This design comes from an exercise in tuning for small area on the open sky130 flow, not from production work.
RTL that was checked went through simulation tests only; none was proved equivalent to the original.
No driver is modelled on the clock port, so clocking that relies on it looks cheaper here than on a real chip.
No activity file was given, so power comes from the tool's default toggle rates.

==> flow/design.v <==
package cpu_pkg;
    localparam int XLEN = 64;
    typedef struct packed {
        logic            cs;
        logic            we;
        logic [XLEN-1:0] addr;
        logic [XLEN-1:0] wdata;
    } mem_req_t;
endpackage
module cpu_top (
    input  logic                     clk,
    input  logic                     arst_n,
    input  logic [cpu_pkg::XLEN-1:0] mem_rdata,
    output cpu_pkg::mem_req_t        mem_req,
    output logic                     halted
);
    typedef enum logic [2:0] {
        S_CLEAR,
        S_FETCH,
        S_EX1,
        S_EX2,
        S_EX3,
        S_HALT
    } state_e;
    typedef enum logic [2:0] {
        C_ALU,
        C_SHIFT,
        C_ADDI,
        C_LUI,
        C_LD,
        C_SD,
        C_BEQ,
        C_JAL
    } class_e;
    state_e      state;
    logic [5:0]  cnt;
    class_e      cls;
    logic [31:7] ir;
    logic [31:1][63:0] rf;
    logic [63:0] p_q;
    logic [63:0] w_q;
    logic        cy;
    logic        eq;
    logic [5:0]  shamt;
    logic [31:0] nw;
    logic [6:0]  n_op;
    logic [2:0]  n_f3;
    logic [6:0]  n_f7;
    logic        n_legal;
    class_e      n_cls;
    assign nw   = mem_rdata[31:0];
    assign n_op = nw[6:0];
    assign n_f3 = nw[14:12];
    assign n_f7 = nw[31:25];
    always_comb begin
        n_legal = 1'b1;
        n_cls   = C_ALU;
        case (n_op)
            7'b0110011: begin
                if (n_f7 == 7'b0000000) begin
                    case (n_f3)
                        3'b000, 3'b100, 3'b110, 3'b111: n_cls = C_ALU;
                        3'b001, 3'b101:                 n_cls = C_SHIFT;
                        default:                        n_legal = 1'b0;
                    endcase
                end else if (n_f7 != 7'b0100000 || n_f3 != 3'b000) begin
                    n_legal = 1'b0;
                end
            end
            7'b0010011: begin n_cls = C_ADDI; n_legal = (n_f3 == 3'b000); end
            7'b0000011: begin n_cls = C_LD;   n_legal = (n_f3 == 3'b011); end
            7'b0100011: begin n_cls = C_SD;   n_legal = (n_f3 == 3'b011); end
            7'b1100011: begin n_cls = C_BEQ;  n_legal = (n_f3 == 3'b000); end
            7'b1101111: n_cls = C_JAL;
            7'b0110111: n_cls = C_LUI;
            default:    n_legal = 1'b0;
        endcase
    end
    logic is_alu, is_shift, is_addi, is_lui, is_ld, is_sd, is_beq, is_jal;
    logic is_sub, is_sll;
    assign is_alu   = (cls == C_ALU);
    assign is_shift = (cls == C_SHIFT);
    assign is_addi  = (cls == C_ADDI);
    assign is_lui   = (cls == C_LUI);
    assign is_ld    = (cls == C_LD);
    assign is_sd    = (cls == C_SD);
    assign is_beq   = (cls == C_BEQ);
    assign is_jal   = (cls == C_JAL);
    assign is_sub   = is_alu & ir[30];
    assign is_sll   = ~ir[14];
    logic [4:0] rs1_a, rs2_a, rd_a;
    logic       rs2_nz;
    assign rs1_a  = ir[19:15];
    assign rs2_a  = ir[24:20];
    assign rd_a   = ir[11:7];
    assign rs2_nz = (rs2_a != 5'd0);
    logic imm_bit;
    always_comb begin
        imm_bit = ir[31];
        if (is_lui) begin
            if (cnt < 6'd12)      imm_bit = 1'b0;
            else if (cnt < 6'd31) imm_bit = ir[cnt[4:0]];
        end else if (is_jal) begin
            if (cnt == 6'd0)      imm_bit = 1'b0;
            else if (cnt < 6'd11) imm_bit = ir[20 + cnt[3:0]];
            else if (cnt == 6'd11) imm_bit = ir[20];
            else if (cnt < 6'd20) imm_bit = ir[cnt[4:0]];
        end else if (is_beq) begin
            if (cnt == 6'd0)      imm_bit = 1'b0;
            else if (cnt < 6'd5)  imm_bit = ir[7 + cnt[2:0]];
            else if (cnt < 6'd11) imm_bit = ir[20 + cnt[3:0]];
            else if (cnt == 6'd11) imm_bit = ir[7];
        end else if (is_sd) begin
            if (cnt < 6'd5)       imm_bit = ir[7 + cnt[2:0]];
            else if (cnt < 6'd11) imm_bit = ir[20 + cnt[3:0]];
        end else begin
            if (cnt < 6'd11)      imm_bit = ir[20 + cnt[3:0]];
        end
    end
    logic rs1_bit, rs2_bit;
    assign rs1_bit = (rs1_a == 5'd0) ? 1'b0 : rf[rs1_a][0];
    assign rs2_bit = (rs2_a == 5'd0) ? 1'b0 : rf[rs2_a][0];
    logic in_clear, in_fetch, in_ex1, in_ex2, in_ex3;
    assign in_clear = (state == S_CLEAR);
    assign in_fetch = (state == S_FETCH);
    assign in_ex1   = (state == S_EX1);
    assign in_ex2   = (state == S_EX2);
    assign in_ex3   = (state == S_EX3);
    logic op_a, op_b, cin, sum, cout;
    always_comb begin
        if (in_fetch) begin
            op_a = p_q[0];
            op_b = (cnt == 6'd2);
        end else if (is_jal || is_beq) begin
            op_a = p_q[0];
            op_b = imm_bit;
        end else begin
            op_a = rs1_bit;
            op_b = is_alu ? (rs2_bit ^ is_sub) : imm_bit;
        end
    end
    assign cin  = (cnt == 6'd0) ? (is_sub & ~in_fetch) : cy;
    assign sum  = op_a ^ op_b ^ cin;
    assign cout = (op_a & op_b) | (op_a & cin) | (op_b & cin);
    logic [5:0] tap_idx;
    logic       tap_bit, shift_bit;
    assign tap_idx   = is_sll ? (6'd0 - shamt) : shamt;
    assign tap_bit   = w_q[tap_idx];
    assign shift_bit = is_sll ? (tap_bit & (cnt >= shamt)) : tap_bit;
    logic res_bit;
    always_comb begin
        if (in_ex3)                  res_bit = p_q[0];
        else if (is_shift)           res_bit = shift_bit;
        else if (is_jal || is_sd)    res_bit = w_q[0];
        else if (is_lui)             res_bit = imm_bit;
        else if (is_addi)            res_bit = sum;
        else begin
            case (ir[14:12])
                3'b100:  res_bit = rs1_bit ^ rs2_bit;
                3'b110:  res_bit = rs1_bit | rs2_bit;
                3'b111:  res_bit = rs1_bit & rs2_bit;
                default: res_bit = sum;
            endcase
        end
    end
    logic       wen;
    logic [4:0] wa;
    assign wen = (in_ex1 & ~is_shift & ~is_beq & ~is_ld) |
                 (in_ex2 & (is_shift | is_sd)) |
                 in_ex3;
    assign wa  = is_sd ? rs2_a : rd_a;
    logic p_in, w_in;
    always_comb begin
        p_in = p_q[0];
        if (in_clear) begin
            p_in = 1'b0;
        end else if (in_ex1) begin
            if (is_jal || is_ld || is_sd)         p_in = sum;
            else if (!is_beq)                     p_in = w_q[0];
        end else if (in_ex2) begin
            if (is_beq)                           p_in = eq ? sum : w_q[0];
            else if (is_sd)                       p_in = rs2_nz ? rs2_bit : w_q[0];
        end else if (in_ex3) begin
            p_in = w_q[0];
        end
    end
    always_comb begin
        w_in = w_q[0];
        if (in_clear)                            w_in = 1'b0;
        else if (in_fetch)                       w_in = sum;
        else if (in_ex1 && is_shift)             w_in = rs1_bit;
        else if (in_ex1 && is_sd && rs2_nz)      w_in = rs2_bit;
        else if (in_ex2 && is_shift && !is_sll)  w_in = 1'b0;
    end
    always_ff @(posedge clk) begin
        w_q <= {w_in, w_q[63:1]};
        if (in_ex2 && is_ld && cnt == 6'd1)
            p_q <= {mem_rdata[1:0], mem_rdata[63:2]};
        else
            p_q <= {p_in, p_q[63:1]};
    end
    for (genvar r = 1; r < 32; r++) begin : g_rf
        logic sel;
        assign sel = in_clear | (wen & (wa == 5'(r)));
        always_ff @(posedge clk) begin
            rf[r] <= {sel ? (res_bit & ~in_clear) : rf[r][0], rf[r][63:1]};
        end
    end
    always_ff @(posedge clk) begin
        cy <= cout;
        if (in_fetch && cnt == 6'd1) begin
            ir  <= nw[31:7];
            cls <= n_cls;
        end
        if (in_ex1 && is_beq)
            eq <= ((cnt == 6'd0) ? 1'b1 : eq) & (rs1_bit == rs2_bit);
        if (in_ex1 && is_shift && cnt < 6'd6)
            shamt <= {rs2_bit, shamt[5:1]};
    end
    state_e next_state;
    always_comb begin
        next_state = state;
        case (state)
            S_CLEAR: if (cnt == 6'd63) next_state = S_FETCH;
            S_FETCH: begin
                if (cnt == 6'd1 && !n_legal) next_state = S_HALT;
                else if (cnt == 6'd63)       next_state = S_EX1;
            end
            S_EX1: if (cnt == 6'd63)
                next_state = (is_shift || is_beq || is_ld || is_sd) ? S_EX2 : S_FETCH;
            S_EX2: if (cnt == 6'd63) next_state = is_ld ? S_EX3 : S_FETCH;
            S_EX3: if (cnt == 6'd63) next_state = S_FETCH;
            default: next_state = S_HALT;
        endcase
    end
    always_ff @(posedge clk or negedge arst_n) begin
        if (!arst_n) begin
            state <= S_CLEAR;
            cnt   <= '0;
        end else begin
            state <= next_state;
            cnt   <= cnt + 6'd1;
        end
    end
    assign halted        = (state == S_HALT);
    assign mem_req.cs    = (cnt == 6'd0) & (in_fetch | (in_ex2 & (is_ld | is_sd)));
    assign mem_req.we    = in_ex2 & is_sd;
    assign mem_req.addr  = p_q;
    assign mem_req.wdata = w_q & {64{rs2_nz}};
endmodule
clock: 14.0 ns
lec_check: 0
cap_margin: 20
core_margin: 2
core_utilization: 35
setup_slack_margin: 0.5
slew_margin: 20
standard.sh (not shown) runs the stock make flow with config.mk's settings and CLKGATE_MAP_FILE= SYNTH_SCRIPT=/design/flow/synth_recipe.tcl, a recipe that flattens the netlist after the stock synthesis.
==> flow/flow/run.sh <==
#!/bin/bash
# Standard ORFS layout with a smaller port buffer cell and a leaner clock tree.
set -euo pipefail
export BUFFER_PORTS_ARGS="-buffer_cell sky130_fd_sc_hd__buf_1"
export CTS_ARGS="-sink_clustering_enable -repair_clock_nets -dont_use_dummy_load -sink_clustering_size 18 -sink_clustering_max_diameter 50 -buf_list {sky130_fd_sc_hd__clkbuf_8}"
bash standard.sh finish > flow_make.log 2>&1
The first run finished clean.
Then changed:
==> flow/flow/run.sh (replaced) <==
#!/bin/bash
# Standard ORFS layout with a smaller port buffer cell and a leaner clock tree.
set -euo pipefail
export BUFFER_PORTS_ARGS="-buffer_cell sky130_fd_sc_hd__buf_1"
export CTS_ARGS="-sink_clustering_enable -repair_clock_nets -dont_use_dummy_load -sink_clustering_size 24 -sink_clustering_max_diameter 50 -buf_list {sky130_fd_sc_hd__clkbuf_16}"
bash standard.sh finish > flow_make.log 2>&1
After rerunning: Routed wire length is about the same; worst setup slack gets worse by 0.036 ns; sequential share of layout area falls by 1.8 points; worst hold slack is about the same; cell count falls by about 0.4%; non-clock buffer count stays the same; critical path depth is unchanged; cell area went up by 2.3%; total power went up by 8.9%.
No run of this note included a check of the RTL's function; only the layout flow was run.

beta:
cpu_top, a different RTL version from the one above (not shown whole).
For scale: about 2200 flip-flops, roughly 200 I/O pins, ~47000 sq um of cells after synthesis.
==> flow/config.mk <==
export PLATFORM = sky130hd
export DESIGN_NAME = cpu_top
export DESIGN_NICKNAME = cpu_top
export VERILOG_FILES = /design/flow/design.v
export SDC_FILE = /design/flow/constraint.sdc
export NUM_CORES = 4
export LEC_CHECK = 0
export CAP_MARGIN = 20
export CORE_MARGIN = 2
export CORE_UTILIZATION = 70
export SETUP_SLACK_MARGIN = 0.5
export SLEW_MARGIN = 20
==> flow/constraint.sdc <==
create_clock -name core_clock -period 14.0 [get_ports {clk}]
set_input_delay 2.8000 -clock core_clock [delete_from_list [all_inputs] [get_ports {clk}]]
set_output_delay 2.8000 -clock core_clock [all_outputs]
set_load 0.01 [all_outputs]
==> flow/flow/run.sh <==
#!/bin/bash
# The standard ORFS layout, with three changes:
#  - synthesis maps the logic with an area-only ABC script (flow/abc_area.script,
#    no buffering or upsizing) and without the adder-cell mapping; registers
#    are mapped exactly as in the standard synthesis;
#  - ports are buffered with buf_1 instead of a delay cell;
#  - the clock tree uses small sink clusters and no dummy loads, and after
#    CTS the clock buffers of any flip-flop with a slow clock edge are
#    upsized (flow/post_cts.tcl).
set -euo pipefail
rm -rf scripts_area
cp -r "$FLOW_HOME/scripts" scripts_area
cp flow/abc_area.script scripts_area/abc_area.script
export SCRIPTS_DIR="$PWD/scripts_area"
export ABC_AREA=1
export ADDER_MAP_FILE=
export BUFFER_PORTS_ARGS="-buffer_cell sky130_fd_sc_hd__buf_1"
export CTS_ARGS="-sink_clustering_enable -repair_clock_nets -dont_use_dummy_load -sink_clustering_size 11 -sink_clustering_max_diameter 30 -buf_list {sky130_fd_sc_hd__clkbuf_4}"
export POST_CTS_TCL="$PWD/flow/post_cts.tcl"
bash standard.sh finish > flow_make.log 2>&1
==> flow/flow/abc_area.script <==
strash
&get -n
&deepsyn -T 120
&put
dch -f
&get -n
&nf -R 1000 -p -a
&put
==> flow/flow/post_cts.tcl <==
set limit 0.118
for {set pass 0} {$pass < 4} {incr pass} {
  estimate_parasitics -placement
  set drivers [dict create]
  foreach pin [all_registers -clock_pins] {
    if {[get_property $pin slew_max] > $limit} {
      set net [get_nets -of_objects $pin]
      foreach d [get_pins -of_objects $net -filter "direction == output"] {
        dict set drivers [get_full_name [get_cells -of_objects $d]] 1
      }
    }
  }
  set n 0
  foreach name [dict keys $drivers] {
    set cell [get_cells $name]
    set ref [get_property $cell ref_name]
    set next ""
    if {$ref eq "sky130_fd_sc_hd__clkbuf_1"} { set next sky130_fd_sc_hd__clkbuf_2 }
    if {$ref eq "sky130_fd_sc_hd__clkbuf_2"} { set next sky130_fd_sc_hd__clkbuf_4 }
    if {$ref eq "sky130_fd_sc_hd__clkbuf_4"} { set next sky130_fd_sc_hd__clkbuf_8 }
    if {$ref eq "sky130_fd_sc_hd__clkbuf_8"} { set next sky130_fd_sc_hd__clkbuf_16 }
    if {$next ne ""} { replace_cell $cell $next; incr n }
  }
  puts "post_cts: pass $pass upsized $n clock buffers"
  if {$n == 0} { break }
  detailed_placement
}
estimate_parasitics -placement
set worst 0
foreach pin [all_registers -clock_pins] { set s [get_property $pin slew_max]; if {$s > $worst} { set worst $s } }
puts "post_cts: worst flip-flop clock pin slew [format %.4f $worst] ns"
beta completed every stage of the flow, and the final layout passed the timing, DRC and antenna checks.
Setup changes, beta to alpha
--- a/flow/flow/post_cts.tcl
+++ b/flow/flow/post_cts.tcl
@@ -1 +1 @@
-set limit 0.118
+set limit 0.110
## What came out
- Of the two values seen for launching instance or port of the critical path, state[1]$_DFFE_PN0P_ was produced by beta and cnt[3]$_DFF_PN0_ by alpha.
- alpha vs. beta: post-route minimum period decreased 0.64 ns, global routing usage summed across all routing layers increased by 0.97 points relative to the old numbers, switching power grew by 1.1%, worst setup slack went up.

## lane 4
cpu_top, a different RTL version from the one above (not shown whole).
For scale: roughly 2,800 cells after synthesis, about 2,200 flip-flops, ~200 I/O pins, ~47,000 sq um of cells after synthesis.
==> flow/config.mk <==
export PLATFORM = sky130hd
export DESIGN_NAME = cpu_top
export DESIGN_NICKNAME = cpu_top
export VERILOG_FILES = /design/flow/design.v
export SDC_FILE = /design/flow/constraint.sdc
export NUM_CORES = 4
export LEC_CHECK = 0
export CAP_MARGIN = 20
export CORE_MARGIN = 2
export CORE_UTILIZATION = 70
export SETUP_SLACK_MARGIN = 0.5
export SLEW_MARGIN = 20
==> flow/constraint.sdc <==
create_clock -name core_clock -period 14.0 [get_ports {clk}]
set_input_delay 2.8000 -clock core_clock [delete_from_list [all_inputs] [get_ports {clk}]]
set_output_delay 2.8000 -clock core_clock [all_outputs]
set_load 0.01 [all_outputs]
==> flow/flow/post_cts.tcl <==
set limit 0.110
for {set pass 0} {$pass < 4} {incr pass} {
  estimate_parasitics -placement
  set drivers [dict create]
  foreach pin [all_registers -clock_pins] {
    if {[get_property $pin slew_max] > $limit} {
      set net [get_nets -of_objects $pin]
      foreach d [get_pins -of_objects $net -filter "direction == output"] {
        dict set drivers [get_full_name [get_cells -of_objects $d]] 1
      }
    }
  }
  set n 0
  foreach name [dict keys $drivers] {
    set cell [get_cells $name]
    set ref [get_property $cell ref_name]
    set next ""
    if {$ref eq "sky130_fd_sc_hd__clkbuf_1"} { set next sky130_fd_sc_hd__clkbuf_2 }
    if {$ref eq "sky130_fd_sc_hd__clkbuf_2"} { set next sky130_fd_sc_hd__clkbuf_4 }
    if {$ref eq "sky130_fd_sc_hd__clkbuf_4"} { set next sky130_fd_sc_hd__clkbuf_8 }
    if {$ref eq "sky130_fd_sc_hd__clkbuf_8"} { set next sky130_fd_sc_hd__clkbuf_16 }
    if {$next ne ""} { replace_cell $cell $next; incr n }
  }
  puts "post_cts: pass $pass upsized $n clock buffers"
  if {$n == 0} { break }
  detailed_placement
}
estimate_parasitics -placement
set worst 0
foreach pin [all_registers -clock_pins] { set s [get_property $pin slew_max]; if {$s > $worst} { set worst $s } }
puts "post_cts: worst flip-flop clock pin slew [format %.4f $worst] ns"
Scripts as last shown in full above: flow/flow/run.sh, flow/flow/abc_area.script
--- input diff lane 4..lane 2 ---
diff --git a/flow/flow/run.sh b/flow/flow/run.sh
--- a/flow/flow/run.sh
+++ b/flow/flow/run.sh
@@ -7,3 +7 @@
-#  - the clock tree uses small sink clusters and no dummy loads, and after
-#    CTS the clock buffers of any flip-flop with a slow clock edge are
-#    upsized (flow/post_cts.tcl).
+#  - the clock tree uses small sink clusters and no dummy loads.
@@ -19 +16,0 @@
-export POST_CTS_TCL="$PWD/flow/post_cts.tcl"
==> flow/flow/abc_area.script <==
strash
dc2
dch -f
amap
strash
dch -f
amap
removed: flow/flow/post_cts.tcl
Notes after the runs:
- Lane 4 completed end to end with timing, DRC and antenna clean.
- The final layout from lane 2, which completed every stage, passed the timing, DRC and antenna checks at the end of the flow.
- Length of routed met2 wiring of lane 2 exceeds that of lane 4 by more than 10%.
- Between lane 2 and lane 4, die area is lower for lane 4, lane 2 comes in above that.
- Lane 2 vs. lane 4: proportion of synthesized chip area in sequential cells decreased by 0.37 points relative to the old numbers, final cell count rose 5.1%, portion of the clock cycle consumed by the worst path in the final layout has increased, power increased 1.9 mW.
- Taking lane 4 as the reference, in lane 2 critical path depth went up; synthesized cell count went up by 7.4%.
- Final period demand of the worst path ends up higher on lane 2.
- Lane 4 vs lane 2, highest signal layer in the routed design: met5 vs met4
- Worst setup path endpoint = mem_req[129]: lane 4; worst setup path endpoint = rf[191]: lane 2

separate check: timing with driven ports:
How much do the figures lean on ideal ports? The routed layouts below were timed once more, with nothing changed but the port constraints.
Step 1 assumes that a clkbuf_16 drives the clock port and a buf_2 every other input.
Step 2 moves the port delays by t, midway between the first and last clock arrival at a register: inputs arrive t later, outputs are due t later. That takes back most of the time a late clock gives input paths.
Three values: no drivers, after step 1, after step 2; two values: the first two.
| run | shift t [ns] | setup WS [ns] | worst slew at a driven data input, ns |
|---|---|---|---|
| the first run of note 1 | 0.843 | 7.514 / 7.514 / 7.514 | 0.12 |
| the second run of note 1 | 0.762 | 7.478 / 7.478 / 7.478 | 0.13 |
| beta | 1.054 | 7.304 / 7.304 / 7.304 | 0.05 |
| alpha | 1.057 | 7.948 / 7.891 / 8.516 | 0.05 |
| lane 4 | 1.048 | 8.061 / 8.000 / 8.131 | 0.09 |
| lane 2 | 1.060 | 5.921 / 5.921 / 5.921 | 0.09 |
After both steps every run listed still meets setup and hold.
